What follows belongs to an exercise in optimizing a design on an open flow for small area, a short achievable clock period and few clock cycles per item; a production flow would make more cautious choices. Only simulation tests tie the RTL to the original design; equivalence was not proved.

$ cat flow/design.v
`default_nettype none
package q16alu_pkg;
	localparam int DATA_W = 32;
	localparam int CMD_W  = 3;
	localparam int DIV_BPS = 2;	 
	typedef enum logic [CMD_W-1:0] {
		CMD_MUL   = 3'd0,
		CMD_DIV   = 3'd1,
		CMD_SIGN  = 3'd2,
		CMD_FLOOR = 3'd3,
		CMD_CEIL  = 3'd4,
		CMD_ROUND = 3'd5,
		CMD_ABS   = 3'd6
	} cmd_t;
endpackage
`default_nettype wire
`default_nettype none
module q16_16_fixed_point_alu #(
	parameter int FRAC_BITS = 16
) (
	input  wire logic                            clk,
	input  wire logic                            arst_n,
	input  wire logic                            in_valid,
	output logic                                 in_ready,
	input  wire logic [q16alu_pkg::CMD_W-1:0]    cmd,
	input  wire logic signed [q16alu_pkg::DATA_W-1:0] operand_a,
	input  wire logic signed [q16alu_pkg::DATA_W-1:0] operand_b,
	output logic                                 out_valid,
	input  wire logic                            out_ready,
	output logic signed [q16alu_pkg::DATA_W-1:0] result,
	output logic                                 divide_by_zero
);
	localparam logic [2:0] CMD_MUL   = 3'd0;
	localparam logic [2:0] CMD_DIV   = 3'd1;
	localparam logic [2:0] CMD_SIGN  = 3'd2;
	localparam logic [2:0] CMD_FLOOR = 3'd3;
	localparam logic [2:0] CMD_CEIL  = 3'd4;
	localparam logic [2:0] CMD_ROUND = 3'd5;
	localparam logic [2:0] CMD_ABS   = 3'd6;
	logic        s_pre, s_div, s_fin, s_mul;	 
	logic [5:0]  cnt;
	logic        neg;
	logic        c_one, c_two, c_neg;	 
	logic [33:0] R;
	logic [31:0] Q, D;
	logic        dz, ov;
	logic [33:0] X, Y, S;
	logic        sub, bit_in;
	logic [33:0] dsx;
	assign bit_in = !cnt[5] && Q[31];
	assign dsx    = {{2{D[31]}}, D};
	assign S      = X + (Y ^ {34{sub}}) + {33'd0, sub};
	logic x_div, x_sh, x_r, y_q, y_d, y_2d;
	always_comb begin
		x_div = s_div;
		x_sh  = s_mul && cnt <= 6'd8;
		x_r   = !(s_div || x_sh || s_fin);
		X = ({34{x_div}} & {R[32:0], bit_in})
		  | ({34{x_sh}}  & {{2{R[33]}}, R[33:2]})
		  | ({34{x_r}}   & R);
		y_q  = s_pre || s_fin;
		y_d  = s_div || (s_mul && c_one);
		y_2d = s_mul && c_two;
		Y = ({34{y_q}}  & {2'b0, Q})
		  | ({34{y_d}}  & dsx)
		  | ({34{y_2d}} & {dsx[32:0], 1'b0});
		sub = (s_pre && Q[31]) || (s_fin && neg) || (s_div && (!R[33] ^ D[31])) || (s_mul && c_neg);
	end
	logic [15:0] fr, inc;
	logic        a_zero, b_zero, fr_nz, up, triv, dz_in;
	logic [31:0] tv;
	always_comb begin
		fr     = operand_a[15:0];
		inc    = operand_a[31:16] + 16'd1;
		a_zero = operand_a == '0;
		b_zero = operand_b == '0;
		fr_nz  = fr != '0;
		up     = fr[15] && (!operand_a[31] || fr[14:0] != '0);
		dz_in  = (cmd == CMD_DIV) && b_zero;
		triv   = !(cmd == CMD_ABS || (cmd[2:1] == 2'b00 && !a_zero && !b_zero));
		case (cmd)
			CMD_SIGN:  tv = a_zero ? '0 : (operand_a[31] ? '1 : 32'd1);
			CMD_FLOOR: tv = {operand_a[31:16], 16'd0};
			CMD_CEIL:  tv = fr_nz ? {inc, 16'd0} : operand_a;
			CMD_ROUND: tv = up ? {inc, 16'd0} : {operand_a[31:16], 16'd0};
			default:   tv = '0;
		endcase
	end
	function automatic logic [2:0] booth(input logic [2:0] b);	 
		case (b)
			3'b001, 3'b010: booth = 3'b100;
			3'b101, 3'b110: booth = 3'b101;
			3'b011:         booth = 3'b010;
			3'b100:         booth = 3'b011;
			default:        booth = {2'b00, b[2]};
		endcase
	endfunction
	logic [31:0] xb, tb, tbs;
	logic        skip;
	always_comb begin
		xb = D ^ {32{D[31]}};
		tb[31] = xb[31];
		for (int i = 30; i >= 0; i--)
			tb[i] = tb[i+1] | xb[i];
		tbs = {9'd0, tb[31:9]};
		skip = tb[9] && !R[33] && (R[31:0] & ~tbs) == '0 && (cnt <= 6'd24 || (cnt >= 6'd32 && cnt <= 6'd40));
	end
	logic take, mlast, dlast, done;
	assign in_ready = !(s_pre || s_div || s_fin || s_mul) && (!ov || out_ready);
	assign take     = in_valid && in_ready;
	assign mlast    = (cnt == 6'd15) || (cnt[3] && (Q[31:1] == '0 || Q[31:1] == '1));
	assign dlast    = skip ? cnt == 6'd40 : cnt == 6'd47;
	assign done     = s_fin || (s_mul && mlast);
	always_ff @(posedge clk or negedge arst_n) begin
		if (!arst_n) begin
			s_pre <= 1'b0;
			s_div <= 1'b0;
			s_fin <= 1'b0;
			s_mul <= 1'b0;
			ov    <= 1'b0;
		end else begin
			if (ov && out_ready)
				ov <= 1'b0;
			if (done) begin
				ov    <= 1'b1;
				s_fin <= 1'b0;
				s_mul <= 1'b0;
			end
			if (s_pre) begin
				s_pre <= 1'b0;
				s_div <= 1'b1;
			end
			if (s_div && dlast) begin
				s_div <= 1'b0;
				s_fin <= 1'b1;
			end
			if (take) begin
				if (triv)
					ov <= 1'b1;
				else if (cmd == CMD_ABS)
					s_fin <= 1'b1;
				else if (cmd[0] && operand_a[31])
					s_pre <= 1'b1;
				else if (cmd[0])
					s_div <= 1'b1;
				else
					s_mul <= 1'b1;
			end
		end
	end
	logic        d_sk8, d_one, m_one, r_en, q_en;
	logic [33:0] r_n;
	logic [31:0] q_n;
	logic [7:0]  nb8;
	always_comb begin
		d_sk8 = s_div && skip;
		d_one = s_div && !skip;
		m_one = s_mul;
		nb8 = cnt[5] ? 8'd0 : Q[31:24];
		r_n = ({34{take}} & {2'b0, tv})
		    | ({34{d_one || m_one || s_fin}} & S)
		    | ({34{d_sk8}} & {2'b0, R[23:0], nb8});
		r_en = take || s_div || m_one || s_fin;
		q_n = ({32{take}} & operand_a)
		    | ({32{s_pre}} & S[31:0])
		    | ({32{d_one}} & {Q[30:0], !S[33]})
		    | ({32{d_sk8}} & {Q[23:0], 8'd0})
		    | ({32{m_one}} & {{2{Q[31]}}, Q[31:2]});
		q_en = take || s_pre || s_div || s_mul;
	end
	always_ff @(posedge clk) begin
		if (r_en)
			R <= r_n;
		if (q_en)
			Q <= q_n;
		if (s_div)
			cnt <= cnt + (skip ? 6'd8 : 6'd1);
		if (s_mul) begin
			{c_one, c_two, c_neg} <= booth(Q[3:1]);
			if (cnt[3])
				D <= {D[29:0], 2'b0};
			cnt <= cnt + 6'd1;
		end
		if (take) begin
			neg  <= operand_a[31] ^ (operand_b[31] && cmd != CMD_ABS);
			D    <= operand_b;
			dz   <= dz_in;
			cnt  <= 6'd0;
			{c_one, c_two, c_neg} <= booth({operand_a[1:0], 1'b0});
		end
	end
	assign out_valid      = ov;
	assign result         = R[31:0];
	assign divide_by_zero = dz;
endmodule
`default_nettype wire
$ cat flow/standard.sh
#!/bin/bash
# synth_recipe.tcl (not shown) runs the flow's synth.tcl, then flattens the netlist and writes it again
# the make line also repeats each setting of config.mk as NAME=value (left out here)
make -C /OpenROAD-flow-scripts/flow DESIGN_CONFIG=/design/flow/config.mk WORK_HOME=/design/flow/orfs CLKGATE_MAP_FILE= SYNTH_SCRIPT=/design/flow/synth_recipe.tcl "${@:-finish}"
$ cat flow/constraint.sdc
create_clock -name core_clock -period 10.0 [get_ports {clk}]
set_input_delay 2.0000 -clock core_clock [delete_from_list [all_inputs] [get_ports {clk}]]
set_output_delay 2.0000 -clock core_clock [all_outputs]
set_load 0.01 [all_outputs]
$ cat flow/flow/run.sh
#!/bin/bash
set -euo pipefail
bash standard.sh SETUP_SLACK_MARGIN=5.5 finish > flow_make.log 2>&1
$ cat flow/config.mk
export PLATFORM = sky130hd
export DESIGN_NAME = q16_16_fixed_point_alu
export DESIGN_NICKNAME = q16_16_fixed_point_alu
export VERILOG_FILES = /design/flow/design.v
export SDC_FILE = /design/flow/constraint.sdc
export NUM_CORES = 4
export LEC_CHECK = 0
export CAP_MARGIN = 20
export CORE_MARGIN = 2
export CORE_UTILIZATION = 40
export SETUP_SLACK_MARGIN = 5
export SLEW_MARGIN = 20
==> out/metrics.csv, run 1 <==
stage,metric,value,unit
synthesis,syn_area_per_cell,8.28,um^2
min_path,hold path startpoint,cnt[0]$_SDFFE_PP0P_,
routing,First-pass DRT Iterations,13,
timing,Tcrit/Tclk final,0.453,
worst_setup_path,CP Class,input port to output pin,
routing,Routed WL,40300,um
synthesis,Seq cells post-synth,114,
timing,final worst slack,5.47,ns
routing,Routed wire per std cell,24.6,um
worst_setup_path,data arrival time of the worst path,2.53,ns
cts,H-tree depth,4,
global_route,vias in the first global route,9878,
synthesis,YS warnings,1,
routing,1st-iter DRT viols,1980,
global_route,largest net degree at the start of global routing,83,
routing,Via density,6.55,
cts,clk sink count,114,
die,FP Rows,59,
synthesis,post-synth cell types,74,
cts,hold buffers post-CTS,0,
die,I/O pin total,106,
worst_setup_path,CP Capture Type,output pin,
timing,Slew Limit Headroom,0.204,
cts,CTS tree,yes,
layout,ratio of cells with drive above 1 in the final layout,0.0821,
worst_setup_path,CP startpoint,out_ready,
worst_setup_path,worst path required time,8.00,ns
placed_design,detailed placement HPWL,29000,um
layout,register area,3340,um^2
routing,vias,10700,
timing,clk_skew,0.0137,ns
layout,Nets,1400,
job,Max Cap Viol,0,
layout,multi-input logic area,6520,um^2
synthesis,top-count cell post-synth,nand2_1,
layout,Area Growth Syn to Fin,17.8,%
synthesis,Post-synth EDFFs,103,
worst_setup_path,crit path max fanout,2,
synthesis,top post-synthesis cells by count,"nand2_1, edfxtp_1, o21ai_0, a21oi_1, nor2_1",
worst_setup_path,Worst setup SP type,input port,
timing,Peak Freq,221,MHz
layout,Post-Layout Cell Count,1639,
die,initial core utilization,0.404,
synthesis,register area share after synthesis,0.321,
worst_setup_path,cells along the critical path,buf_6 > nand2b_4 > nand2_4 > nor3_4 > buf_2,
cts,CTS Buf Count,17,
global_route,first-pass GRT wire length,60400,um
timing,final setup fails,0,
global_route,global route overflow,0,
synthesis,Synth async-reset ratio,0.0439,
synthesis,top_reg_cell synth,edfxtp_1,
global_route,Overall Global Routing Usage,0.294,
cts,clock transition at the registers of the reported paths,0.07,ns
synthesis,synthesized area,10400,um^2
die,Die Height,165,um
routing,Final ANT Viol Nets,0,
cts,Clock Path Buffers,2,
worst_setup_path,Critical Path Slowest Stage Cell,buf_2,
synthesis,Gate Count Post-Synth,1255,
die,Die Span X,165,um
placed_design,IO buf count,105,
placed_design,"worst slack, placed",4.43,ns
layout,ANT cells,0,
timing,Max Slew Vio Count,0,
placed_design,placer congestion estimate,0.936,
worst_setup_path,FF-to-FF Start,s_mul$_DFF_PN0_,
routing,DRC,0,
min_path,hold crit path type,register to register,
global_route,initial antenna violation count,0,
synthesis,Synth area leader,edfxtp_1,
timing,RSZ-0062 raised after global routing,yes,
cts,clock latency at the later pin of the worst-skew pair,0.43,ns
timing,final hold violation count,0,
worst_setup_path,Crit path largest cell delay,0.16,ns
status,status,no timing/DRC/antenna violations,
synthesis,syn nets,1364,
timing,Period minus WS final,4.53,ns
timing,Slew @ Worst Pin,1.19,ns
synthesis,Synth area leaders,"edfxtp_1, nand2_1, a222oi_1",
cts,Root Driver,clkbuf_16,
die,Die Footprint,27300,um^2
placed_design,Placed Instances,1596,
timing,final setup TNS,0,ns
synthesis,area share of the largest cell type after synthesis,0.297,
die,core area,25800,um^2
layout,fill count,2492,
[stage by stage]
step / utilization / hold slack [ns] / area (um^2)
finish: 0.475 / 0.513 / 12200
detailed placement: 0.445 / 0.511 / 11500
CTS: 0.471 / 0.520 / 12100
floorplan: - / 0.470 / 10400
global placement: 0.445 / 0.497 / 11500
global route: 0.475 / 0.550 / 12200
[worst paths after layout]
path                                        to  slack [ns]  depth (start not counted)
setup / recovery                      in_ready        5.47                          5
hold / removal             cnt[0]$_SDFFE_PP0P_        0.51                          2
setup reg to reg               R[26]$_DFFE_PP_        5.66                         14
hold reg to reg            cnt[0]$_SDFFE_PP0P_        0.51                          2
max in group asynchronous      s_div$_DFF_PN0_        7.98                          1
min in group asynchronous         ov$_DFF_PN0_        1.79                          1
[cell usage in the layout (no fill, tap or decap), drive strengths merged, types with 10 or more instances in the layout]
master,netlist,final
nand2,192,192
edfxtp,103,103
clkdlybuf4s50,0,103
o21ai,102,102
a21oi,79,79
nor2,77,78
a222oi,56,56
xor2,49,49
ha,37,37
nand3,35,35
nor4,30,30
inv,26,30
buf,49,30
a221o,28,28
xnor2,23,23
nand4,21,21
a21o,21,21
a31oi,21,21
clkbuf,69,20
nor3,20,20
and3,18,18
mux2i,12,12
mux2,12,12
o211ai,12,12
a22oi,12,12
o21a,11,11
or3,10,10
[flip-flops by register name, summed over array words and instances (netlist names)]
name   count
R         34
s_div      1
ov         1
s_pre      1
c_two      1
cnt        6
s_fin      1
c_one      1
c_neg      1
neg        1
D         32
dz         1
Q         32
s_mul      1
[final cells by class]
class | instances | area share
Multi-Input combinational cell | 998 | 0.533
Sequential cell | 114 | 0.273
Timing Repair Buffer | 134 | 0.107
Clock buffer | 19 | 0.0371
Tap cell | 335 | 0.0342
Clock inverter | 13 | 0.00827
Inverter | 26 | 0.00797
[critical path: cells and delay by family]
kind / cells / cell delay, ns
buffers and inverters: 2 / 0.22
and+or+nand+nor: 3 / 0.30
[cells by family (layout without fill, tap and decap cells)]
family	count (synthesis)	count (layout)	share of synthesized area
simple gates	459	460	0.209
fa+ha+maj	39	39	0.0474
buf+inv	144	192	0.0661
flops	114	114	0.321
compound gates	403	403	0.271
mux	24	24	0.0245
xor+xnor	72	72	0.0606
[repair_timing]
item / 4_1_cts / 5_1_grt
pin swaps: 2 / 4
gates resized for setup: 23 / 14
setup endpoints to repair: 77 / 28
buffers inserted: 6 / 3
gates cloned: 1 / 1
[metal layers]
metal	routed length (um)	up-vias	global-route usage
li1	-	4875	-
met1	17400	5115	0.424
met2	17500	671	0.451
met3	4360	69	0.0497
met4	1030	0	0.0889
met5	0	-	0
Testbench counts, summed over its fixed seeds: cycles 147,640, items 24,000.
==> run 2: changes to the inputs <==
--- a/flow/design.v
+++ b/flow/design.v
@@ -95,15 +95,19 @@
 			default:        booth = {2'b00, b[2]};
 		endcase
 	endfunction
-	logic [31:0] xb, tb, tbs;
-	logic        skip;
+	localparam int G = 4;
+	logic [31:0] xb, tb;
+	logic        skip, rsmall;
 	always_comb begin
 		xb = D ^ {32{D[31]}};
 		tb[31] = xb[31];
 		for (int i = 30; i >= 0; i--)
 			tb[i] = tb[i+1] | xb[i];
-		tbs = {9'd0, tb[31:9]};
-		skip = tb[9] && !R[33] && (R[31:0] & ~tbs) == '0 && (cnt <= 6'd24 || (cnt >= 6'd32 && cnt <= 6'd40));
+		rsmall = !R[33];
+		for (int k = 0; k < 32 / G; k++)
+			if (G * k + G + 8 > 31 || !tb[(G * k + G + 8) & 31])
+				if (R[G * k +: G] != '0) rsmall = 1'b0;
+		skip = tb[8] && rsmall && (cnt <= 6'd24 || (cnt >= 6'd32 && cnt <= 6'd40));
 	end
 	logic take, mlast, dlast, done;
 	assign in_ready = !(s_pre || s_div || s_fin || s_mul) && (!ov || out_ready);
==> out/metrics.csv, run 2 <==
stage,metric,value,unit,change
layout,max FFs per register,34,,unchanged
worst_setup_path,CP Class,input port to output pin,,
layout,most frequent cells in the layout,"nand2_1, edfxtp_1, clkdlybuf4s50_1",,
synthesis,top-count cell post-synth,nand2_1,,
synthesis,Synth area leaders,"edfxtp_1, a222oi_1, nand2_1",,
layout,Top Registers,"R: 34 flops, D: 32 flops, Q: 32 flops",,
cts,clk sink count,114,,unchanged
synthesis,Seq cells post-synth,114,,unchanged
worst_setup_path,data arrival time of the worst path,2.44,ns,-0.09 ns
global_route,largest net degree at the start of global routing,79,,-4.8%
placed_design,Placed Instances,1483,,-7.1%
routing,First-pass DRT Iterations,10,,-3
timing,Peak Freq,225,MHz,+1.9%
die,Die Footprint,26100,um^2,-4.5%
layout,ratio of cells with drive above 1 in the final layout,0.130,,+0.0480
layout,register area,3350,um^2,+0.15%
timing,clk_skew,0.0119,ns,-0.00179 ns
die,FP Rows,57,,-3.4%
worst_setup_path,FF-to-FF setup slack,5.56,ns,-0.10 ns
timing,RSZ-0062 raised after global routing,no,,
status,status,no timing/DRC/antenna violations,,
synthesis,post-synth cell types,80,,+8.1%
synthesis,synthesized area,9920,um^2,-4.6%
cts,clock latency at the later pin of the worst-skew pair,0.43,ns,about the same
timing,Slew Limit Headroom,0.390,,+0.187
cts,Clock Path Buffers,2,,unchanged
synthesis,syn_area_per_cell,8.59,um^2,+3.6%
cts,Root Driver,clkbuf_16,,
global_route,initial antenna violation count,0,,unchanged
worst_setup_path,CP Capture Type,output pin,,
die,I/O pin total,106,,unchanged
timing,Period minus WS final,4.44,ns,-0.0833 ns
layout,multi-input logic area,6140,um^2,-5.8%
cts,clock transition at the registers of the reported paths,0.05,ns,-0.02 ns
placed_design,IO buf count,105,,unchanged
min_path,hold crit path type,register to register,,
die,Die Height,161,um,-2.3%
layout,fill count,2301,,-7.7%
worst_setup_path,worst reg2reg path depth,17,,+3
layout,"Core Util, Final",0.499,,+0.0233
worst_setup_path,FF-to-FF Start,s_pre$_DFF_PN0_,,
worst_setup_path,worst path required time,8.00,ns,about the same
cts,H-tree depth,4,,unchanged
routing,Final ANT Viol Nets,0,,unchanged
layout,Nets,1322,,-5.6%
min_path,hold path startpoint,cnt[0]$_SDFFE_PP0P_,,
worst_setup_path,Worst setup SP type,input port,,
routing,Via density,6.63,,+1.3%
layout,Post-Layout Cell Count,1547,,-5.6%
routing,Routed WL,38100,um,-5.5%
layout,"Most flops, register",R,,
synthesis,Post-synth EDFFs,103,,unchanged
synthesis,YS warnings,1,,unchanged
synthesis,Synth area leader,edfxtp_1,,
timing,final setup fails,0,,unchanged
routing,vias,10300,,-4.4%
global_route,first-pass GRT wire length,56800,um,-6.0%
synthesis,register area share after synthesis,0.337,,+0.0156
global_route,vias in the first global route,9500,,-3.8%
synthesis,top post-synthesis cells by count,"nand2_1, edfxtp_1, a222oi_1, clkbuf_1, a21oi_1",,
worst_setup_path,capture point of the worst reg-to-reg path,Q[0]$_DFFE_PP_,,
global_route,global route overflow,0,,unchanged
synthesis,syn nets,1264,,-7.3%
layout,ANT cells,0,,unchanged
global_route,Overall Global Routing Usage,0.285,,-0.00901
synthesis,Synth async-reset ratio,0.0439,,unchanged
placed_design,detailed placement HPWL,26900,um,-7.3%
min_path,worst hold path depth,2,,unchanged
routing,1st-iter DRT viols,2043,,+3.2%
worst_setup_path,crit path max fanout,2,,unchanged
synthesis,top_reg_cell synth,edfxtp_1,,
layout,"commonest non-fill, non-tap cell in the layout",nand2_1,,
synthesis,Gate Count Post-Synth,1155,,-8.0%
timing,Slew @ Worst Pin,0.906,ns,-0.279 ns
routing,Routed wire per std cell,24.6,um,about the same
die,initial core utilization,0.408,,+0.00420
min_path,hold path endpoint,cnt[0]$_SDFFE_PP0P_,,
layout,Area Growth Syn to Fin,22.3,%,
job,Max Cap Viol,0,,unchanged
timing,final setup TNS,0,ns,unchanged
synthesis,area share of the largest cell type after synthesis,0.312,,+0.0144
timing,Tcrit/Tclk final,0.444,,-0.00833
die,Die Span X,161,um,-2.3%
cts,CTS tree,yes,,
cts,CTS Buf Count,17,,unchanged
routing,DRC,0,,unchanged
timing,final hold violation count,0,,unchanged
die,core area,24300,um^2,-5.6%
placed_design,placer congestion estimate,0.953,,+1.8%
timing,Max Slew Vio Count,0,,unchanged
==> run 2: cell families after synthesis <==
| family | synth area share |
|---|---|
| fa+ha+maj | 0.0487 |
| buf+inv | 0.0756 |
| mux | 0.0150 |
| xor+xnor | 0.0601 |
| simple gates | 0.199 |
| flops | 0.337 |
| compound gates | 0.265 |
==> run 2: how the worst max path moves through the flow <==
stage,startpoint,to,slack (ns),cells after the start
2_1_floorplan,out_ready,in_ready,5.57,2
3_3_place_gp,out_ready,in_ready,4.47,4
3_5_place_dp,out_ready,in_ready,4.43,4
4_1_cts,out_ready,in_ready,5.32,4
5_1_grt,s_mul$_DFF_PN0_,Q[30]$_DFFE_PP_,5.47,18
6_report,out_ready,in_ready,5.56,4
==> run 2: layer usage <==
layer	global-route usage	share of wire	up-vias	wire length (um)
met5	0	0	-	0
met4	0.0921	0.027	0	1020
met3	0.0619	0.13	62	5040
met2	0.437	0.44	715	16700
met1	0.401	0.40	4915	15300
li1	-	-	4568	-
==> run 2: worst max-delay path, stage by stage <==
cell     delay [ns]
buf_6          0.07
o21ai_2        0.05
nor3_2         0.16
buf_2          0.16
==> run 2: layout make-up <==
class,instances,area share
clock buffer,17,0.0351
clock inverter,12,0.0119
inverter,49,0.0152
multi-input combinational,879,0.507
sequential,114,0.276
tap,324,0.0334
timing repair buffer,152,0.122
==> run 2: per-stage QoR <==
stage	cell area (um^2)	worst slack (ns)	hold WS, ns
2_1_floorplan	9920	5.57	0.483
3_3_place_gp	10900	4.47	0.506
3_5_place_dp	10900	4.43	0.519
4_1_cts	11800	5.32	0.539
5_1_grt	12100	5.47	0.575
6_report	12100	5.56	0.534
==> run 2: what timing repair did <==
item,4_1_cts,5_1_grt
gates cloned,3,1
buffers inserted,11,20
endpoints found under the hold margin,0,0
hold buffers,0,0
endpoints found under the setup margin,122,97
resized for setup,43,50
pin swaps,12,17
Testbench counts of run 2, summed over its fixed seeds: cycles 151,301, items 24,000.
==> run 3: changes to the inputs <==
==> flow/run.sh (new file) <==
#!/bin/bash
# synth_recipe.tcl (not shown) runs the flow's synth.tcl, then flattens the netlist and writes it again
# the make line also repeats each setting of config.mk as NAME=value (left out here)
make -C /OpenROAD-flow-scripts/flow DESIGN_CONFIG=/design/flow/config.mk WORK_HOME=/design/flow/orfs CLKGATE_MAP_FILE= SYNTH_SCRIPT=/design/flow/synth_recipe.tcl finish
removed: flow/flow/run.sh
removed: flow/standard.sh
==> out/metrics.csv, run 3 <==
stage,metric,value,unit,change
status,status,no timing/DRC/antenna violations,,
synthesis,synthesized area,9920,um^2,unchanged
cts,CTS tree,yes,,
min_path,hold path startpoint,cnt[0]$_SDFFE_PP0P_,,
min_path,hold path endpoint,cnt[0]$_SDFFE_PP0P_,,
cts,clock transition at the registers of the reported paths,0.05,ns,about the same
synthesis,Synth area leader,edfxtp_1,,
worst_setup_path,Critical Path Slowest Stage Cell,clkdlybuf4s50_1,,
die,initial core utilization,0.408,,unchanged
timing,RSZ-0062 raised after global routing,yes,,
die,I/O pin total,106,,unchanged
synthesis,top post-synthesis cells by count,"nand2_1, edfxtp_1, a222oi_1, clkbuf_1, a21oi_1",,
timing,Slew Limit Headroom,0.359,,-0.0311
timing,final setup fails,0,,unchanged
worst_setup_path,Crit path largest cell delay,0.48,ns,+0.32 ns
routing,Final ANT Viol Nets,0,,unchanged
layout,"Most flops, register",R,,
routing,Routed wire per std cell,24.6,um,about the same
layout,"Core Util, Final",0.479,,-0.0197
synthesis,Synth async-reset ratio,0.0439,,unchanged
cts,H-tree depth,4,,unchanged
layout,max FFs per register,34,,unchanged
placed_design,placed cell area,10900,um^2,unchanged
min_path,worst hold path depth,2,,unchanged
timing,Period minus WS final,4.89,ns,+0.444 ns
die,Die Footprint,26100,um^2,unchanged
layout,fill count,2341,,+1.7%
layout,Area Growth Syn to Fin,17.5,%,
min_path,hold crit path type,register to register,,
layout,Top Registers,"R: 34 flops, D: 32 flops, Q: 32 flops",,
layout,"commonest non-fill, non-tap cell in the layout",nand2_1,,
synthesis,Gate Count Post-Synth,1155,,unchanged
global_route,first-pass GRT wire length,55900,um,-1.6%
die,FP Rows,57,,unchanged
routing,vias,10200,,-0.86%
die,Die Height,161,um,unchanged
worst_setup_path,capture point of the worst reg-to-reg path,R[27]$_DFFE_PP_,,
job,Max Cap Viol,0,,unchanged
global_route,Overall Global Routing Usage,0.281,,-0.00460
placed_design,detailed placement HPWL,26900,um,unchanged
routing,Via density,6.69,,+0.84%
synthesis,top_reg_cell synth,edfxtp_1,,
cts,CTS Buf Count,17,,unchanged
timing,clk_skew,0.0115,ns,-0.000389 ns
worst_setup_path,CP Capture Type,output pin,,
global_route,global route overflow,0,,unchanged
synthesis,register area share after synthesis,0.337,,unchanged
worst_setup_path,crit path max fanout,2,,unchanged
timing,Tcrit/Tclk final,0.489,,+0.0444
synthesis,top-count cell post-synth,nand2_1,,
die,core area,24300,um^2,unchanged
placed_design,IO buf count,105,,unchanged
worst_setup_path,worst reg2reg path depth,17,,unchanged
worst_setup_path,worst path required time,8.00,ns,about the same
timing,Max Slew Vio Count,0,,unchanged
global_route,vias in the first global route,9351,,-1.6%
worst_setup_path,cells along the critical path,clkdlybuf4s50_1 > o21ai_1 > nor3_2 > buf_2,,
worst_setup_path,CP Class,input port to output pin,,
worst_setup_path,FF-to-FF setup slack,5.14,ns,-0.42 ns
synthesis,Post-synth EDFFs,103,,unchanged
synthesis,syn nets,1264,,unchanged
synthesis,YS warnings,1,,unchanged
die,Die Span X,161,um,unchanged
timing,Slew @ Worst Pin,0.953,ns,+0.0462 ns
worst_setup_path,Worst setup SP type,input port,,
timing,final hold violation count,0,,unchanged
routing,Routed WL,37400,um,-1.8%
timing,final setup TNS,0,ns,unchanged
layout,Nets,1296,,-2.0%
routing,1st-iter DRT viols,1980,,-3.1%
cts,clk sink count,114,,unchanged
layout,ANT cells,0,,unchanged
worst_setup_path,FF-to-FF Start,s_mul$_DFF_PN0_,,
layout,cell area after layout,11700,um^2,-3.9%
synthesis,syn_area_per_cell,8.59,um^2,unchanged
synthesis,Synth area leaders,"edfxtp_1, a222oi_1, nand2_1",,
global_route,largest net degree at the start of global routing,79,,unchanged
layout,most frequent cells in the layout,"nand2_1, clkdlybuf4s50_1, edfxtp_1",,
placed_design,placer congestion estimate,0.953,,unchanged
cts,Clock Path Buffers,2,,unchanged
routing,First-pass DRT Iterations,14,,+4
worst_setup_path,data arrival time of the worst path,2.89,ns,+0.45 ns
layout,ratio of cells with drive above 1 in the final layout,0.0794,,-0.0506
timing,Peak Freq,205,MHz,-9.1%
cts,clock latency at the later pin of the worst-skew pair,0.43,ns,about the same
synthesis,area share of the largest cell type after synthesis,0.312,,unchanged
routing,DRC,0,,unchanged
cts,Root Driver,clkbuf_16,,
global_route,initial antenna violation count,0,,unchanged
synthesis,post-synth cell types,80,,unchanged
synthesis,Seq cells post-synth,114,,unchanged
-- run 3: layer usage --
| metal | global-route usage | wire length (um) |
|---|---|---|
| met1 | 0.400 | 15200 |
| met2 | 0.425 | 16300 |
| met3 | 0.0586 | 4950 |
| met4 | 0.0897 | 928 |
| met5 | 0 | 0 |
-- run 3: kinds of logic (layout without fill, tap and decap cells) --
kind of cell	count (synthesis)	count (layout)	synth area share
compound gates	337	337	0.265
xor+xnor	68	68	0.0601
mux	14	14	0.0150
buf+inv	163	205	0.0756
fa+ha+maj	38	38	0.0487
simple gates	421	421	0.199
flops	114	114	0.337
-- run 3: area by class of cell --
class / instances / area [um^2] / area share
Inverter: 49 / 184 / 0.0158
Timing Repair Buffer: 127 / 1250 / 0.107
Clock inverter: 12 / 144 / 0.0123
Sequential cell: 114 / 3340 / 0.287
Tap cell: 324 / 405 / 0.0348
Clock buffer: 17 / 425 / 0.0365
Multi-Input combinational cell: 878 / 5900 / 0.506
-- run 3: critical path, delay by kind of cell --
| family | cells | cell delay, ns |
|---|---|---|
| buffers and inverters | 2 | 0.64 |
| and+or+nand+nor | 1 | 0.16 |
| AOI/OAI and AO/OA | 1 | 0.08 |
-- run 3: metrics by stage --
step | std cells | setup slack (ns) | hold slack (ns)
after floorplan | 1155 | 5.57 | 0.483
final | 1521 | 5.11 | 0.541
after detailed placement | 1483 | 4.43 | 0.519
after CTS | 1513 | 5.00 | 0.539
after global routing | 1521 | 4.99 | 0.575
after global placement | 1483 | 4.47 | 0.506
-- run 3: what timing repair did --
action	4_1_cts	5_1_grt
setup buffers	1	6
setup endpoints to repair	29	19
pin swaps	1	7
endpoints found under the hold margin	0	0
hold buffers	0	0
gates resized for setup	13	13
cloned	0	1
-- run 3: worst max path at each step --
| stage | startpoint | to | slack (ns) |
|---|---|---|---|
| after global placement | out_ready | in_ready | 4.47 |
| after floorplan | out_ready | in_ready | 5.57 |
| after CTS | s_mul$_DFF_PN0_ | R[27]$_DFFE_PP_ | 5.00 |
| after global routing | s_mul$_DFF_PN0_ | Q[0]$_DFFE_PP_ | 4.99 |
| final | out_ready | in_ready | 5.11 |
| after detailed placement | out_ready | in_ready | 4.43 |
==> run 4: changes to the inputs <==
--- a/flow/design.v
+++ b/flow/design.v
@@ -38,6 +38,7 @@
 	localparam logic [2:0] CMD_ROUND = 3'd5;
 	localparam logic [2:0] CMD_ABS   = 3'd6;
 	logic        s_pre, s_div, s_fin, s_mul;	 
+	logic        busy;	 
 	logic [5:0]  cnt;
 	logic        neg;
 	logic        c_one, c_two, c_neg;	 
@@ -110,7 +111,7 @@
 		skip = tb[8] && rsmall && (cnt <= 6'd24 || (cnt >= 6'd32 && cnt <= 6'd40));
 	end
 	logic take, mlast, dlast, done;
-	assign in_ready = !(s_pre || s_div || s_fin || s_mul) && (!ov || out_ready);
+	assign in_ready = !busy && (!ov || out_ready);
 	assign take     = in_valid && in_ready;
 	assign mlast    = (cnt == 6'd15) || (cnt[3] && (Q[31:1] == '0 || Q[31:1] == '1));
 	assign dlast    = skip ? cnt == 6'd40 : cnt == 6'd47;
@@ -121,6 +122,7 @@
 			s_div <= 1'b0;
 			s_fin <= 1'b0;
 			s_mul <= 1'b0;
+			busy  <= 1'b0;
 			ov    <= 1'b0;
 		end else begin
 			if (ov && out_ready)
@@ -129,6 +131,7 @@
 				ov    <= 1'b1;
 				s_fin <= 1'b0;
 				s_mul <= 1'b0;
+				busy  <= 1'b0;
 			end
 			if (s_pre) begin
 				s_pre <= 1'b0;
@@ -139,6 +142,7 @@
 				s_fin <= 1'b1;
 			end
 			if (take) begin
+				busy <= !triv;
 				if (triv)
 					ov <= 1'b1;
 				else if (cmd == CMD_ABS)
==> flow/flow/run.sh (new file) <==
#!/bin/bash
set -euo pipefail
bash standard.sh SETUP_SLACK_MARGIN=5.7 finish > flow_make.log 2>&1
==> flow/standard.sh (new file) <==
#!/bin/bash
# synth_recipe.tcl (not shown) runs the flow's synth.tcl, then flattens the netlist and writes it again
# the make line also repeats each setting of config.mk as NAME=value (left out here)
make -C /OpenROAD-flow-scripts/flow DESIGN_CONFIG=/design/flow/config.mk WORK_HOME=/design/flow/orfs CLKGATE_MAP_FILE= SYNTH_SCRIPT=/design/flow/synth_recipe.tcl "${@:-finish}"
removed: flow/run.sh
==> out/metrics.csv, run 4 <==
stage,metric,value,unit,change
timing,final hold violation count,0,,unchanged
cts,clock latency at the later pin of the worst-skew pair,0.42,ns,about the same
global_route,first-pass GRT wire length,61500,um,+10%
die,core area,25100,um^2,+3.2%
routing,Final ANT Viol Nets,0,,unchanged
layout,"commonest non-fill, non-tap cell in the layout",nand2_1,,
layout,Area Growth Syn to Fin,25.1,%,
routing,Routed WL,42300,um,+13%
worst_setup_path,crit path max fanout,2,,unchanged
placed_design,placed cell area,11200,um^2,+2.4%
cts,H-tree depth,4,,unchanged
routing,1st-iter DRT viols,2241,,+13%
timing,hold_ws,0.543,ns,+0.00147 ns
global_route,Overall Global Routing Usage,0.307,,+0.0260
min_path,hold crit path type,register to register,,
die,Die Footprint,26800,um^2,+2.7%
synthesis,area share of the largest cell type after synthesis,0.303,,-0.00839
timing,Max Slew Vio Count,0,,unchanged
worst_setup_path,CP Class,input port to output pin,,
worst_setup_path,data arrival time of the worst path,2.38,ns,-0.51 ns
job,Max Cap Viol,0,,unchanged
die,Die Height,164,um,+1.3%
timing,final setup TNS,0,ns,unchanged
synthesis,Synth area leaders,"edfxtp_1, a222oi_1, nand2_1",,
worst_setup_path,CP Capture Type,output pin,,
timing,Tcrit/Tclk final,0.438,,-0.0512
placed_design,detailed placement HPWL,29700,um,+10%
synthesis,top post-synthesis cells by count,"nand2_1, edfxtp_1, a21oi_1, clkbuf_1, o21ai_0",,
layout,Top Registers,"R: 34 flops, D: 32 flops, Q: 32 flops",,
timing,clk_skew,0.00754,ns,-0.00399 ns
timing,Slew Limit Headroom,0.211,,-0.149
routing,DRC,0,,unchanged
synthesis,Post-synth EDFFs,103,,unchanged
cts,clk sink count,115,,+0.88%
synthesis,YS warnings,1,,unchanged
timing,final setup fails,0,,unchanged
die,initial core utilization,0.406,,-0.00191
die,I/O pin total,106,,unchanged
layout,most frequent cells in the layout,"nand2_1, edfxtp_1, clkdlybuf4s50_1",,
cts,Clock Path Buffers,2,,unchanged
synthesis,Seq cells post-synth,115,,+0.88%
placed_design,"worst slack, placed",4.62,ns,+0.189 ns
worst_setup_path,Worst setup SP type,input port,,
routing,First-pass DRT Iterations,15,,+1
synthesis,Synth area leader,edfxtp_1,,
timing,Period minus WS final,4.38,ns,-0.512 ns
global_route,global route overflow,0,,unchanged
routing,vias,10800,,+5.7%
layout,cell area after layout,12700,um^2,+9.4%
placed_design,placer congestion estimate,0.937,,-1.6%
synthesis,register area share after synthesis,0.330,,-0.00660
layout,ANT cells,0,,unchanged
cts,Root Driver,clkbuf_16,,
synthesis,synthesized area,10200,um^2,+2.8%
global_route,vias in the first global route,9522,,+1.8%
die,FP Rows,58,,+1.8%
synthesis,syn_area_per_cell,8.80,um^2,+2.5%
status,status,no timing/DRC/antenna violations,,
cts,CTS tree,yes,,
timing,final worst slack,5.62,ns,+0.512 ns
synthesis,syn nets,1267,,+0.24%
worst_setup_path,worst path required time,8.00,ns,about the same
layout,Post-Layout Cell Count,1568,,+3.1%
die,Die Span X,164,um,+1.3%
layout,max FFs per register,34,,unchanged
timing,Slew @ Worst Pin,1.18,ns,+0.232 ns
routing,Via density,6.86,,+2.5%
global_route,largest net degree at the start of global routing,77,,-2.5%
layout,ratio of cells with drive above 1 in the final layout,0.183,,+0.104
timing,Peak Freq,229,MHz,+12%
synthesis,post-synth cell types,74,,-7.5%
timing,RSZ-0062 raised after global routing,yes,,
global_route,initial antenna violation count,0,,unchanged
synthesis,Synth async-reset ratio,0.0522,,+0.00831
synthesis,Gate Count Post-Synth,1158,,+0.26%
synthesis,top_reg_cell synth,edfxtp_1,,
placed_design,Placed Instances,1488,,+0.34%
placed_design,IO buf count,105,,unchanged
cts,CTS Buf Count,17,,unchanged
routing,Routed wire per std cell,27.0,um,+9.7%
layout,Nets,1334,,+2.9%
cts,clock transition at the registers of the reported paths,0.05,ns,about the same
synthesis,top-count cell post-synth,nand2_1,,
layout,"Most flops, register",R,,
[run 4: changes by cell type after synthesis, sizes merged, moves of 19 or more]
| cell | before | now |
|---|---|---|
| a221o | 28 | 47 |
| inv | 48 | 26 |
| o21ai | 47 | 75 |
| a222oi | 87 | 60 |
| mux2 | 7 | 35 |
| nand2 | 208 | 132 |
[run 4: cell type report]
cell class / instances / area (um^2)
clock buffer: 19 / 433
multi-input combinational: 904 / 6710
tap: 330 / 413
fill: 2401 / 12400
inverter: 26 / 100
clock inverter: 13 / 183
sequential: 115 / 3380
timing repair buffer: 161 / 1530
[run 4: what timing repair did]
item | 4_1_cts | 5_1_grt
hold buffers | 0 | 0
gates resized for setup | 66 | 70
endpoints found under the hold margin | 0 | 0
gates cloned | 2 | 3
pin swaps | 18 | 46
setup buffers | 13 | 30
setup endpoints to repair | 61 | 54
[run 4: layer usage]
layer / vias to the layer above / share of wire / track usage
met1: 5108 / 0.40 / 0.438
met5: - / 0 / 0
li1: 4691 / - / -
met2: 841 / 0.45 / 0.478
met4: 0 / 0.028 / 0.0734
met3: 111 / 0.12 / 0.0582
[run 4: cell families after synthesis]
logic type | Yosys count | synth area share
AOI/OAI and AO/OA | 356 | 0.259
adders and majority gates | 38 | 0.0474
and+or+nand+nor | 395 | 0.193
xor gates and xnor gates | 67 | 0.0576
DFF | 115 | 0.330
muxes | 43 | 0.0465
buffers and inverters | 144 | 0.0670
[run 4: per-stage QoR]
stage           util
6_report       0.508
5_1_grt        0.508
4_1_cts        0.484
3_5_place_dp   0.446
3_3_place_gp   0.446
2_1_floorplan      -
[run 4: critical path, cell delays in order]
cell     delay [ns]
buf_6          0.07
inv_4          0.03
a21oi_4        0.15
buf_6          0.12
[run 4: final timing paths]
kind	start	to	slack, ns	depth (start not counted)
worst max-delay path	out_ready	in_ready	5.62	4
worst min-delay path	cnt[0]$_SDFFE_PP0P_	cnt[0]$_SDFFE_PP0P_	0.54	2
worst max register to register	s_pre$_DFF_PN0_	R[31]$_DFFE_PP_	5.67	13
worst min register to register	cnt[0]$_SDFFE_PP0P_	cnt[0]$_SDFFE_PP0P_	0.54	2
max in group asynchronous	arst_n	s_pre$_DFF_PN0_	7.92	1
min in group asynchronous	arst_n	ov$_DFF_PN0_	1.82	1
Testbench counts of run 4, summed over its fixed seeds: cycles 151,301, items 24,000.
==> run 5: changes to the inputs <==
--- a/flow/design.v
+++ b/flow/design.v
@@ -78,12 +78,13 @@
 		fr_nz  = fr != '0;
 		up     = fr[15] && (!operand_a[31] || fr[14:0] != '0);
 		dz_in  = (cmd == CMD_DIV) && b_zero;
-		triv   = !(cmd == CMD_ABS || (cmd[2:1] == 2'b00 && !a_zero && !b_zero));
+		triv   = !((cmd == CMD_ABS && operand_a[31]) || (cmd[2:1] == 2'b00 && !a_zero && !b_zero));
 		case (cmd)
 			CMD_SIGN:  tv = a_zero ? '0 : (operand_a[31] ? '1 : 32'd1);
 			CMD_FLOOR: tv = {operand_a[31:16], 16'd0};
 			CMD_CEIL:  tv = fr_nz ? {inc, 16'd0} : operand_a;
 			CMD_ROUND: tv = up ? {inc, 16'd0} : {operand_a[31:16], 16'd0};
+			CMD_ABS:   tv = operand_a;	 
 			default:   tv = '0;
 		endcase
 	end
@@ -96,19 +97,15 @@
 			default:        booth = {2'b00, b[2]};
 		endcase
 	endfunction
-	localparam int G = 4;
-	logic [31:0] xb, tb;
-	logic        skip, rsmall;
+	logic [31:0] xb, tb, tbs;
+	logic        skip;
 	always_comb begin
 		xb = D ^ {32{D[31]}};
 		tb[31] = xb[31];
 		for (int i = 30; i >= 0; i--)
 			tb[i] = tb[i+1] | xb[i];
-		rsmall = !R[33];
-		for (int k = 0; k < 32 / G; k++)
-			if (G * k + G + 8 > 31 || !tb[(G * k + G + 8) & 31])
-				if (R[G * k +: G] != '0) rsmall = 1'b0;
-		skip = tb[8] && rsmall && (cnt <= 6'd24 || (cnt >= 6'd32 && cnt <= 6'd40));
+		tbs = {9'd0, tb[31:9]};
+		skip = tb[9] && !R[33] && (R[31:0] & ~tbs) == '0 && (cnt <= 6'd24 || (cnt >= 6'd32 && cnt <= 6'd40));
 	end
 	logic take, mlast, dlast, done;
 	assign in_ready = !busy && (!ov || out_ready);
==> out/metrics.csv, run 5 <==
stage,metric,value,unit,change
status,status,no timing/DRC/antenna violations,,
worst_setup_path,Worst setup SP type,register,,
worst_setup_path,capture point of the worst reg-to-reg path,Q[30]$_DFFE_PP_,,
synthesis,YS warnings,1,,unchanged
die,Die Span X,164,um,+0.21%
layout,Area Growth Syn to Fin,26.8,%,
layout,ratio of cells with drive above 1 in the final layout,0.154,,-0.0290
job,Max Cap Viol,0,,unchanged
die,initial core utilization,0.406,,+0.000569
layout,max FFs per register,34,,unchanged
timing,final worst slack,5.59,ns,-0.0300 ns
worst_setup_path,"delay-heaviest family, CP",simple AND/OR/NAND/NOR gates,,
timing,hold_ws,0.544,ns,+0.00145 ns
timing,final hold violation count,0,,unchanged
die,FP Rows,58,,unchanged
synthesis,top post-synthesis cells by count,"nand2_1, edfxtp_1, a222oi_1, clkbuf_1, a21oi_1",,
placed_design,placer congestion estimate,0.997,,+6.4%
synthesis,post-synth cell types,68,,-8.1%
routing,1st-iter DRT viols,2077,,-7.3%
synthesis,register area share after synthesis,0.329,,-0.00141
routing,DRC,0,,unchanged
min_path,hold crit path type,register to register,,
synthesis,top-count cell post-synth,nand2_1,,
worst_setup_path,FF-to-FF Start,s_mul$_DFF_PN0_,,
timing,Period minus WS final,4.41,ns,+0.0300 ns
die,Die Footprint,26900,um^2,+0.42%
die,core area,25200,um^2,+0.29%
cts,clock transition at the registers of the reported paths,0.06,ns,about the same
cts,Clock Path Buffers,2,,unchanged
routing,Routed wire per std cell,27.0,um,+0.29%
die,Die Height,164,um,+0.21%
worst_setup_path,worst reg2reg path depth,18,,+5
placed_design,"worst slack, placed",4.67,ns,+0.0480 ns
die,I/O pin total,106,,unchanged
timing,Tcrit/Tclk final,0.441,,+0.00300
synthesis,Seq cells post-synth,115,,unchanged
min_path,hold path endpoint,cnt[0]$_SDFFE_PP0P_,,
routing,First-pass DRT Iterations,16,,+1
layout,"Most flops, register",R,,
placed_design,IO buf count,105,,unchanged
timing,RSZ-0062 raised after global routing,yes,,
cts,CTS tree,yes,,
synthesis,Gate Count Post-Synth,1207,,+4.2%
worst_setup_path,CP Class,register to register,,
routing,Via density,6.83,,-0.36%
global_route,initial antenna violation count,0,,unchanged
routing,Final ANT Viol Nets,0,,unchanged
layout,fill count,2310,,-3.8%
synthesis,Synth async-reset ratio,0.0522,,unchanged
layout,Top Registers,"R: 34 flops, D: 32 flops, Q: 32 flops",,
timing,final setup TNS,0,ns,unchanged
synthesis,syn_area_per_cell,8.48,um^2,-3.6%
global_route,global route overflow,0,,unchanged
global_route,vias in the first global route,10100,,+6.0%
timing,Slew @ Worst Pin,1.20,ns,+0.0170 ns
layout,ANT cells,0,,unchanged
timing,clk_skew,0.0118,ns,+0.00431 ns
synthesis,Synth area leaders,"edfxtp_1, a222oi_1, nand2_1",,
min_path,worst hold path depth,2,,unchanged
global_route,first-pass GRT wire length,63500,um,+3.2%
worst_setup_path,crit path max fanout,8,,+6
worst_setup_path,cells along the critical path,or3b_4 > nor2_4 > nor3_4 > buf_6 > buf_4 > a222oi_1 > inv_1 > ha_4 > nand3_1 > nor4_2 > o211ai_1 > o31ai_4 > nor4_4 > o31ai_4 > buf_4 > a41oi_2 > nor2b_1 > a221o_1,,
synthesis,synthesized area,10200,um^2,+0.43%
routing,vias,11100,,+3.3%
synthesis,Post-synth EDFFs,103,,unchanged
worst_setup_path,data arrival time of the worst path,4.59,ns,+2.21 ns
worst_setup_path,Critical Path Slowest Stage Cell,or3b_4,,
global_route,Overall Global Routing Usage,0.314,,+0.00739
layout,most frequent cells in the layout,"nand2_1, edfxtp_1, a222oi_1",,
timing,final setup fails,0,,unchanged
synthesis,Synth area leader,edfxtp_1,,
timing,Slew Limit Headroom,0.193,,-0.0175
cts,clk sink count,115,,unchanged
layout,"commonest non-fill, non-tap cell in the layout",nand2_1,,
placed_design,detailed placement HPWL,29300,um,-1.3%
cts,CTS Buf Count,17,,unchanged
timing,Peak Freq,227,MHz,-0.68%
worst_setup_path,worst path required time,10.18,ns,+2.18 ns
global_route,largest net degree at the start of global routing,79,,+2.6%
routing,Routed WL,44000,um,+4.0%
synthesis,area share of the largest cell type after synthesis,0.302,,-0.00130
synthesis,syn nets,1316,,+3.9%
worst_setup_path,FF-to-FF setup slack,5.59,ns,-0.08 ns
worst_setup_path,Crit path largest cell delay,0.41,ns,+0.26 ns
worst_setup_path,CP Capture Type,register,,
cts,clock latency at the later pin of the worst-skew pair,0.44,ns,+0.02 ns
cts,H-tree depth,4,,unchanged
cts,hold buffers post-CTS,0,,unchanged
synthesis,top_reg_cell synth,edfxtp_1,,
layout,Nets,1392,,+4.3%
cts,Root Driver,clkbuf_16,,
min_path,hold path startpoint,cnt[0]$_SDFFE_PP0P_,,
timing,Max Slew Vio Count,0,,unchanged
worst_setup_path,Buf/Inv on CP,4,,+1
==> run 5: cell types whose count changed in the layout (fill, tap and decap cells not counted), sizes merged, moves of 8 or more <==
cell and delta:
inv +27, and3 -24, a221o -15, nand2 +74, mux2 -25, nor2 -15, o21ai -18, dlymetal6s2s +12
clkdlybuf4s50 -17, buf +11, a222oi +30, o21a +8, a21oi -10, nor4 -10
==> run 5: layer usage <==
metal	vias to the layer above	track usage	routed length [um]
met5	-	0	0
met4	0	0.111	1750
met3	152	0.0823	6010
met2	867	0.478	19300
met1	5271	0.431	16900
li1	4819	-	-
==> run 5: per-stage QoR <==
step           utilization  area [um^2]  std cells
2_1_floorplan            -        10200       1207
3_3_place_gp         0.448        11300       1542
3_5_place_dp         0.448        11300       1542
4_1_cts              0.488        12300       1594
5_1_grt              0.515        13000       1626
6_report             0.515        13000       1626
==> run 5: worst max path at each step <==
stage / startpoint / depth (start not counted) / to
after detailed placement: out_ready / 4 / in_ready
after CTS: out_ready / 4 / in_ready
after global placement: out_ready / 4 / in_ready
final: s_mul$_DFF_PN0_ / 18 / Q[30]$_DFFE_PP_
after global routing: s_mul$_DFF_PN0_ / 18 / Q[30]$_DFFE_PP_
after floorplan: cnt[5]$_SDFFE_PP0P_ / 17 / Q[0]$_DFFE_PP_
==> run 5: cell families (layout without fill, tap and decap cells) <==
logic type | count (synthesis) | count (layout) | synth area share
AOI/OAI and AO/OA | 370 | 370 | 0.276
xor gates and xnor gates | 68 | 68 | 0.0582
adders and majority gates | 38 | 38 | 0.0472
buffers and inverters | 174 | 262 | 0.0771
DFF | 115 | 115 | 0.329
muxes | 17 | 17 | 0.0178
and+or+nand+nor | 425 | 426 | 0.195
==> run 5: repair_timing <==
item / CTS / global route
cloned: 5 / 4
setup buffers: 15 / 28
resized for setup: 69 / 87
pin swaps: 12 / 40
endpoints found under the setup margin: 59 / 45
==> run 5: worst register-to-register path, cell delays in order, from the launching register on <==
cell and delay [ns]:
dfrtp_2 0.40, or3b_4 0.41, nor2_4 0.16, nor3_4 0.09, buf_6 0.17, buf_4 0.18, a222oi_1 0.24, inv_1 0.12
ha_4 0.33, nand3_1 0.16, nor4_2 0.29, o211ai_1 0.19, o31ai_4 0.14, nor4_4 0.11, o31ai_4 0.37, buf_4 0.17
a41oi_2 0.12, nor2b_1 0.17, a221o_1 0.33
==> run 5: cell type report <==
class | count | area (um^2) | share of cell area
timing repair buffer | 176 | 1830 | 0.141
inverter | 54 | 205 | 0.0158
tap | 330 | 413 | 0.0318
clock buffer | 18 | 429 | 0.0331
sequential | 115 | 3370 | 0.260
clock inverter | 14 | 139 | 0.0107
multi-input combinational | 919 | 6590 | 0.508
Testbench counts of run 5, summed over its fixed seeds: cycles 145,842, items 24,000.
==> run 6: changes to the inputs <==
==> flow/flow/run.sh (replaced) <==
#!/bin/bash
set -euo pipefail
bash standard.sh SETUP_SLACK_MARGIN=5.5 finish > flow_make.log 2>&1
==> out/metrics.csv, run 6 <==
stage,metric,value,unit,change
status,status,no timing/DRC/antenna violations,,
synthesis,XOR/XNOR Fraction of Synth Area,0.0582,,unchanged
layout,"commonest non-fill, non-tap cell in the layout",nand2_1,,
worst_setup_path,CP Class,register to register,,
routing,Routed wire per std cell,26.9,um,-0.43%
timing,Period minus WS final,4.56,ns,+0.153 ns
synthesis,top-count cell post-synth,nand2_1,,
timing,final setup TNS,0,ns,unchanged
die,Die Height,164,um,unchanged
timing,clk_skew,0.0110,ns,-0.000894 ns
timing,RSZ-0062 raised after global routing,yes,,
synthesis,Synth area leader,edfxtp_1,,
placed_design,detailed placement HPWL,29000,um,-1.0%
synthesis,post-synth cell types,68,,unchanged
worst_setup_path,CP Capture Type,register,,
cts,clock transition at the registers of the reported paths,0.06,ns,about the same
routing,DRC,0,,unchanged
global_route,vias in the first global route,10300,,+2.0%
placed_design,placer congestion estimate,0.958,,-3.9%
layout,max FFs per register,34,,unchanged
synthesis,syn_area_per_cell,8.48,um^2,unchanged
cts,Clock Path Buffers,2,,unchanged
layout,"Most flops, register",R,,
layout,ANT cells,0,,unchanged
synthesis,YS warnings,1,,unchanged
global_route,first-pass GRT wire length,62800,um,-1.1%
die,FP Rows,58,,unchanged
layout,Area Growth Syn to Fin,26.6,%,
timing,Tcrit/Tclk final,0.456,,+0.0153
cts,Root Driver,clkbuf_16,,
placed_design,IO buf count,105,,unchanged
synthesis,Synth async-reset ratio,0.0522,,unchanged
global_route,Overall Global Routing Usage,0.312,,-0.00224
layout,fill count,2313,,+0.13%
timing,Peak Freq,219,MHz,-3.4%
global_route,initial antenna violation count,0,,unchanged
routing,Via density,6.79,,-0.64%
min_path,hold crit path type,register to register,,
synthesis,Synth area leaders,"edfxtp_1, a222oi_1, nand2_1",,
die,Die Footprint,26900,um^2,unchanged
die,I/O pin total,106,,unchanged
global_route,global route overflow,0,,unchanged
synthesis,post-synthesis mux area share,0.0178,,unchanged
placed_design,Placed Instances,1541,,-0.065%
cts,hold buffers post-CTS,0,,unchanged
layout,Top Registers,"R: 34 flops, D: 32 flops, Q: 32 flops",,
timing,Slew Limit Headroom,0.225,,+0.0322
timing,Slew @ Worst Pin,1.15,ns,-0.0479 ns
routing,First-pass DRT Iterations,10,,-6
synthesis,largest family of logic cells by synthesized area,compound AO/OA/AOI/OAI gates,,
worst_setup_path,worst path required time,10.18,ns,about the same
timing,final hold violation count,0,,unchanged
routing,vias,11000,,-0.77%
cts,H-tree depth,4,,unchanged
job,Max Cap Viol,0,,unchanged
synthesis,area share of the largest cell type after synthesis,0.302,,unchanged
synthesis,Simple-Gate Fraction of Synth Area,0.195,,unchanged
layout,ratio of cells with drive above 1 in the final layout,0.150,,-0.00440
synthesis,Synth Area in Compound Gates,0.276,,unchanged
synthesis,Post-synth EDFFs,103,,unchanged
routing,Routed WL,43700,um,-0.55%
global_route,largest net degree at the start of global routing,79,,unchanged
synthesis,Gate Count Post-Synth,1207,,unchanged
worst_setup_path,Worst setup SP type,register,,
layout,Nets,1390,,-0.14%
synthesis,top post-synthesis cells by count,"nand2_1, edfxtp_1, a222oi_1, clkbuf_1, a21oi_1",,
synthesis,syn nets,1316,,unchanged
synthesis,top_reg_cell synth,edfxtp_1,,
synthesis,synthesized area,10200,um^2,unchanged
routing,1st-iter DRT viols,2101,,+1.2%
die,Die Span X,164,um,unchanged
layout,Post-Layout Cell Count,1624,,-0.12%
die,initial core utilization,0.406,,unchanged
synthesis,Seq cells post-synth,115,,unchanged
worst_setup_path,data arrival time of the worst path,4.74,ns,+0.15 ns
cts,CTS Buf Count,17,,unchanged
synthesis,register area share after synthesis,0.329,,unchanged
timing,final setup fails,0,,unchanged
routing,Final ANT Viol Nets,0,,unchanged
cts,clk sink count,115,,unchanged
timing,Max Slew Vio Count,0,,unchanged
worst_setup_path,crit path max fanout,23,,+15
die,core area,25200,um^2,unchanged
cts,clock latency at the later pin of the worst-skew pair,0.44,ns,about the same
cts,CTS tree,yes,,
layout,most frequent cells in the layout,"nand2_1, edfxtp_1, clkdlybuf4s50_1",,
synthesis,Post-Synth Adder-Cell Area,0.0472,,unchanged
-- run 6: repair_timing --
item | in CTS | in global routing
setup buffers | 7 | 36
pin swaps | 11 | 29
gates resized for setup | 61 | 65
cloned | 4 | 4
endpoints found under the setup margin | 45 | 44
-- run 6: cells by family after synthesis --
family / Yosys count
AO/OA/AOI/OAI: 370
XOR/XNOR: 68
adder cells (fa/ha/maj): 38
buffers and inverters: 174
flip-flops: 115
multiplexers: 17
AND/OR/NAND/NOR: 425
-- run 6: path summary, 6_finish.rpt --
path                       cells past startpoint                   to                 from  slack [ns]
max                                           18      Q[30]$_DFFE_PP_      s_mul$_DFF_PN0_        5.44
min                                            2  cnt[0]$_SDFFE_PP0P_  cnt[0]$_SDFFE_PP0P_        0.52
max reg2reg                                   18      Q[30]$_DFFE_PP_      s_mul$_DFF_PN0_        5.44
min reg2reg                                    2  cnt[0]$_SDFFE_PP0P_  cnt[0]$_SDFFE_PP0P_        0.52
max in group asynchronous                      1      s_fin$_DFF_PN0_               arst_n        7.94
min in group asynchronous                      1         ov$_DFF_PN0_               arst_n        1.81
-- run 6: routing by layer --
| metal | up-vias | track usage | wire length (um) | part of all wire |
|---|---|---|---|---|
| met2 | 867 | 0.483 | 19300 | 0.44 |
| met3 | 136 | 0.0639 | 5710 | 0.13 |
| met1 | 5205 | 0.425 | 16900 | 0.39 |
| met4 | 0 | 0.127 | 1780 | 0.041 |
| met5 | - | 0 | 0 | 0 |
| li1 | 4816 | - | - | - |
-- run 6: critical path, cell delays in order, from the launching register on --
cell,delay [ns]
dfrtp_2,0.43
buf_12,0.17
a222oi_1,0.38
a21boi_4,0.29
buf_4,0.15
buf_12,0.16
buf_12,0.12
xor2_1,0.27
ha_4,0.22
nand2_1,0.12
nor4_4,0.30
o211ai_1,0.22
o31ai_4,0.14
nor4_2,0.09
buf_4,0.17
o31ai_4,0.34
a41oi_2,0.18
nor2b_2,0.21
a221o_1,0.33
-- run 6: layout make-up --
class | count | area, um^2 | area share
clock inverter | 8 | 124 | 0.00956
sequential | 115 | 3370 | 0.260
timing repair buffer | 174 | 1750 | 0.135
tap | 330 | 413 | 0.0319
clock buffer | 24 | 492 | 0.0379
inverter | 54 | 203 | 0.0156
multi-input combinational | 919 | 6610 | 0.510
-- run 6: metrics by stage --
| step | hold WS, ns | utilization | setup slack, ns | instance area (um^2) |
|---|---|---|---|---|
| global route | 0.537 | 0.515 | 5.35 | 13000 |
| global placement | 0.481 | 0.448 | 4.47 | 11300 |
| CTS | 0.511 | 0.487 | 5.50 | 12300 |
| finish | 0.519 | 0.515 | 5.44 | 13000 |
| floorplan | 0.448 | - | 5.65 | 10200 |
| detailed placement | 0.472 | 0.448 | 4.63 | 11300 |

[afterwards: timing with drivers on the ports]
In the flow no input, the clock included, has a driving cell. The finished layouts below were timed again as built, in two steps.
Step 1 (the two cells are an assumption about what drives the block):
set clk [get_ports {clk}]
set_driving_cell -lib_cell sky130_fd_sc_hd__clkbuf_16 $clk
set_driving_cell -lib_cell sky130_fd_sc_hd__buf_2 [delete_from_list [all_inputs] $clk]
Step 2 moves the port delays by t, midway between the first and last clock arrival at a register: inputs arrive t later, outputs are due t later. That takes back most of the time a late clock gives input paths.
a / b / c = no drivers / after step 1 / after step 2; a / b = the first two.
| run | t (ns) | setup WS [ns] | worst setup path at the end |
|---|---|---|---|
| run 1 | 0.480 | 5.473 / 5.435 / 5.188 | input to register |
| run 2 | 0.471 | 5.556 / 5.513 / 5.110 | input to register |
| run 3 | 0.471 | 5.112 / 5.083 / 4.701 | input to register |
| run 4 | 0.464 | 5.624 / 5.587 / 5.292 | input to register |
| run 5 | 0.477 | 5.594 / 5.585 / 5.247 | input to register |
| run 6 | 0.479 | 5.441 / 5.441 / 5.142 | input to register |
After both steps setup and hold are still met in every run listed. For run 2, which loses most, drivers alone change the setup slack by -0.043 ns; drivers and shift together by -0.446 ns.
